From an optimization exercise on the open Yosys and OpenROAD flow, aimed at small area and a short achievable clock period; shortcuts taken in it are not production practice. At most, simulation tests tie the RTL to the original design; equivalence was not proved. No activity file was given, so power comes from the tool's default toggle rates.

==> job 5718 <==
## barrett_top
module barrett_top (
  input  logic        clk_i,
  input  logic        rst_ni,
  input  logic        cfg_we_i,
  input  logic [47:0] cfg_i,         
  input  logic        in_valid_i,
  input  logic [35:0] in_i,          
  output logic        out_valid_o,
  output logic [19:0] out_o          
);
==> module barrett_cfg, before the edit <==
module barrett_cfg (
  input  logic        clk_i,
  input  logic        cfg_we_i,
  input  logic [15:0] q_i,
  input  logic [31:0] mu_i,
  output logic [3:0]  s_o,
  output logic [15:0] q_o,
  output logic [15:0] qf_o,
  output logic [8:0]  m1_one_o,
  output logic [8:0]  m1_two_o,
  output logic [7:0]  m1_neg_o,
  output logic [8:0]  m2_one_o,
  output logic [7:0]  m2_two_o,
  output logic [7:0]  m2_neg_o
);
  logic [3:0]  s_calc;
  logic [18:0] mb;    
  logic [18:0] qb;    
  logic [8:0]  m1_one, m1_two, m1_neg, m2_one, m2_two;
  logic       z8, z4h, z4l;
  logic [3:0] t;    
  logic [7:0] u;    
  assign z8  = ~|q_i[15:8];
  assign z4h = ~|q_i[15:12];
  assign z4l = ~|q_i[7:4];
  always_comb begin
    for (int i = 0; i < 4; i++) t[i] = ~|q_i[4*i+3 -: 2];
    for (int i = 0; i < 8; i++) u[i] = ~q_i[2*i+1];
  end
  assign s_calc[3] = z8;
  assign s_calc[2] = z8 ? z4l : z4h;
  assign s_calc[1] = z8 ? (z4l ? t[0] : t[1]) : (z4h ? t[2] : t[3]);
  assign s_calc[0] = z8 ? (z4l ? (t[0] ? u[0] : u[1]) : (t[1] ? u[2] : u[3]))
                        : (z4h ? (t[2] ? u[4] : u[5]) : (t[3] ? u[6] : u[7]));
  assign mb = {1'b0, (mu_i[17] ? 17'h1ffff : mu_i[16:0]), 1'b0};
  assign qb = {2'b00, q_o, 1'b0};
  always_comb begin
    for (int i = 0; i < 9; i++) begin
      m1_one[i] = mb[2*i+1] ^ mb[2*i];
      m1_two[i] = (mb[2*i+2] & ~mb[2*i+1] & ~mb[2*i])
                | (~mb[2*i+2] & mb[2*i+1] & mb[2*i]);
      m1_neg[i] = mb[2*i+2];
      m2_one[i] = qb[2*i+1] ^ qb[2*i];
      m2_two[i] = (qb[2*i+2] & ~qb[2*i+1] & ~qb[2*i])
                | (~qb[2*i+2] & qb[2*i+1] & qb[2*i]);
    end
  end
  always_ff @(posedge clk_i) begin
    if (cfg_we_i) begin
      s_o      <= s_calc;
      q_o      <= q_i;
      m1_one_o <= m1_one;
      m1_two_o <= m1_two;
      m1_neg_o <= m1_neg[7:0];
    end
  end
  always_ff @(posedge clk_i) begin
    qf_o     <= q_o;    
    m2_one_o <= m2_one;
    m2_two_o <= m2_two[7:0];
  end
  always_comb begin
    for (int i = 0; i < 8; i++) m2_neg_o[i] = ~q_o[2*i+1];
  end
endmodule
==> module barrett_top, before the edit <==
module barrett_top (
  input  logic        clk_i,
  input  logic        rst_ni,
  input  logic        cfg_we_i,
  input  logic [47:0] cfg_i,         
  input  logic        in_valid_i,
  input  logic [35:0] in_i,          
  output logic        out_valid_o,
  output logic [19:0] out_o          
);
  logic [3:0]  cfg_s;
  logic [15:0] cfg_q, cfg_qf;
  logic [8:0]  m1_one, m1_two, m2_one;
  logic [7:0]  m1_neg, m2_two, m2_neg;
  barrett_cfg barrett_cfg_i (
    .clk_i    (clk_i),
    .cfg_we_i (cfg_we_i),
    .q_i      (cfg_i[47:32]),
    .mu_i     (cfg_i[31:0]),
    .s_o      (cfg_s),
    .q_o      (cfg_q),
    .qf_o     (cfg_qf),
    .m1_one_o (m1_one),
    .m1_two_o (m1_two),
    .m1_neg_o (m1_neg),
    .m2_one_o (m2_one),
    .m2_two_o (m2_two),
    .m2_neg_o (m2_neg)
  );
  barrett_reduce barrett_reduce_i (
    .clk_i       (clk_i),
    .rst_ni      (rst_ni),
    .s_i         (cfg_s),
    .q_i         (cfg_qf),
    .m1_one_i    (m1_one),
    .m1_two_i    (m1_two),
    .m1_neg_i    (m1_neg),
    .m2_one_i    (m2_one),
    .m2_two_i    (m2_two),
    .m2_neg_i    (m2_neg),
    .in_valid_i  (in_valid_i),
    .x_i         (in_i[35:4]),
    .tag_i       (in_i[3:0]),
    .out_valid_o (out_valid_o),
    .r_o         (out_o[19:4]),
    .tag_o       (out_o[3:0])
  );
endmodule
clock: 7.0 ns
lec_check: 0
cap_margin: 20
core_margin: 2
core_utilization: 65
cts_buf_list: sky130_fd_sc_hd__clkbuf_8
cts_cluster_diameter: 45
cts_cluster_size: 20
place_density: 0.75
setup_slack_margin: 4.1
slew_margin: 20
standard.sh (not shown) runs the stock make flow with config.mk's settings and CLKGATE_MAP_FILE= SYNTH_SCRIPT=/design/flow/synth_recipe.tcl, a recipe that flattens the netlist after the stock synthesis.
==> flow/flow/run.sh <==
#!/bin/bash
# The standard layout, with plain buf_1 cells (not clkdlybuf4s50_1) as the
# port buffers that ORFS inserts before global placement. make's full output
# goes to standard.log; each ORFS step also keeps its own log under orfs/logs.
set -euo pipefail
export BUFFER_PORTS_ARGS="-buffer_cell sky130_fd_sc_hd__buf_1"
bash standard.sh > standard.log 2>&1
==> inputs of job 7617, as changes to job 5718 <==
--- a/flow/design.v
+++ b/flow/design.v
@@ -50,3 +50,2 @@
   output logic [15:0] q_o,
-  output logic [15:0] qf_o,
   output logic [8:0]  m1_one_o,
@@ -100,3 +99,2 @@
   always_ff @(posedge clk_i) begin
-    qf_o     <= q_o;    
     m2_one_o <= m2_one;
@@ -5303,3 +5301,3 @@
   logic [3:0]  cfg_s;
-  logic [15:0] cfg_q, cfg_qf;
+  logic [15:0] cfg_q;
   logic [8:0]  m1_one, m1_two, m2_one;
@@ -5313,3 +5311,2 @@
     .q_o      (cfg_q),
-    .qf_o     (cfg_qf),
     .m1_one_o (m1_one),
@@ -5325,3 +5322,3 @@
     .s_i         (cfg_s),
-    .q_i         (cfg_qf),
+    .q_i         (cfg_q),
     .m1_one_i    (m1_one),
- PLACE_DENSITY: 0.75 -> 0.7
==> comparison <==
- Against job 7617, the final cell count of job 5718 is higher by about 2.4%.
- Of job 7617 and job 5718, job 5718 has the higher utilization (gap 0.076 points).
- Design area: job 5718 is larger than job 7617 (about 3.3%).
- Against job 7617, the total power of job 5718 is higher by 7.4%.
- In job 5718 the register-to-register slack is lower than in job 7617, by 0.17 ns.
- Of job 5718 and job 7617, job 5718 has the higher hold slack (gap 0.0080 ns).
- Critical path depth: job 5718 is higher than job 7617 (2).
- Between job 7617 and job 5718, the lower global-route usage is in job 5718 (gap 0.31 points).
==> figures <==
item                                                                                               job 5718                               job 7617
Status                                                                     no timing/DRC/antenna violations       no timing/DRC/antenna violations
Signed area change from the synthesized netlist to the final layout                                   11.5%                                  11.2%
Number of DRC markers in iteration 0                                                                   1370                                   1347
Met2 routed wirelength                                                                             21100 µm                               21500 µm
Internal power consumption                                                                          7390 µW                                6930 µW
Share of the synthesized area in the top cell type                                                    0.286                                  0.280
Area of all sequential standard cells                                                              7380 µm²                               7100 µm²
Signal inverters                                                                                        214                                    200
Multi-Input Combinational                                                                              1311                                   1295
Final non-clock buffer share                                                                         0.0443                                 0.0445
Cell count after placement                                                                             2369                                   2315
Timing endpoint of the critical path                                  barrett_reduce_i.s3_qh_1229_q$_DFF_P_   barrett_reduce_i.s5_r_2020_q$_DFF_P_
Lkg Pwr                                                                                          0.00957 µW                             0.00926 µW
Fraction of met2 tracks used by global routing                                                        0.439                                  0.463
WHS Endpoint                                                         barrett_reduce_i.s5_tag_2000_q$_DFF_P_  barrett_reduce_i.s3_xl_1201_q$_DFF_P_
Per-instance average area after synthesis                                                          10.3 µm²                               10.2 µm²
Highest Clock Rate                                                                                  335 MHz                                355 MHz
Via count of the first global-routing pass                                                            14400                                  13500
The RTL of job 5718 was laid out without a check of its function.

## re-timing with driven ports
In the flow no input, the clock included, has a driving cell. The finished layouts below were timed again as built, in two steps.
Step 1, drivers: a clkbuf_16 drives clk_i and a buf_2 each remaining input, both assumed.
Step 2 moves the port delays by t, midway between the first and last clock arrival at a register: inputs arrive t later, outputs are due t later. That takes back most of the time a late clock gives input paths.
Three values: no drivers, after step 1, after step 2; two values: the first two.
run	shift t [ns]	setup slack, ns	hold slack, ns	clock arrival spread, ns
job 5718	0.614	4.017 / 4.017 / 4.017	0.333 / 0.333 / 0.333	0.043 / 0.042
job 7617	0.588	4.183 / 4.183 / 4.183	0.325 / 0.325 / 0.325	0.027 / 0.028
After both steps setup and hold are still met in every run listed.
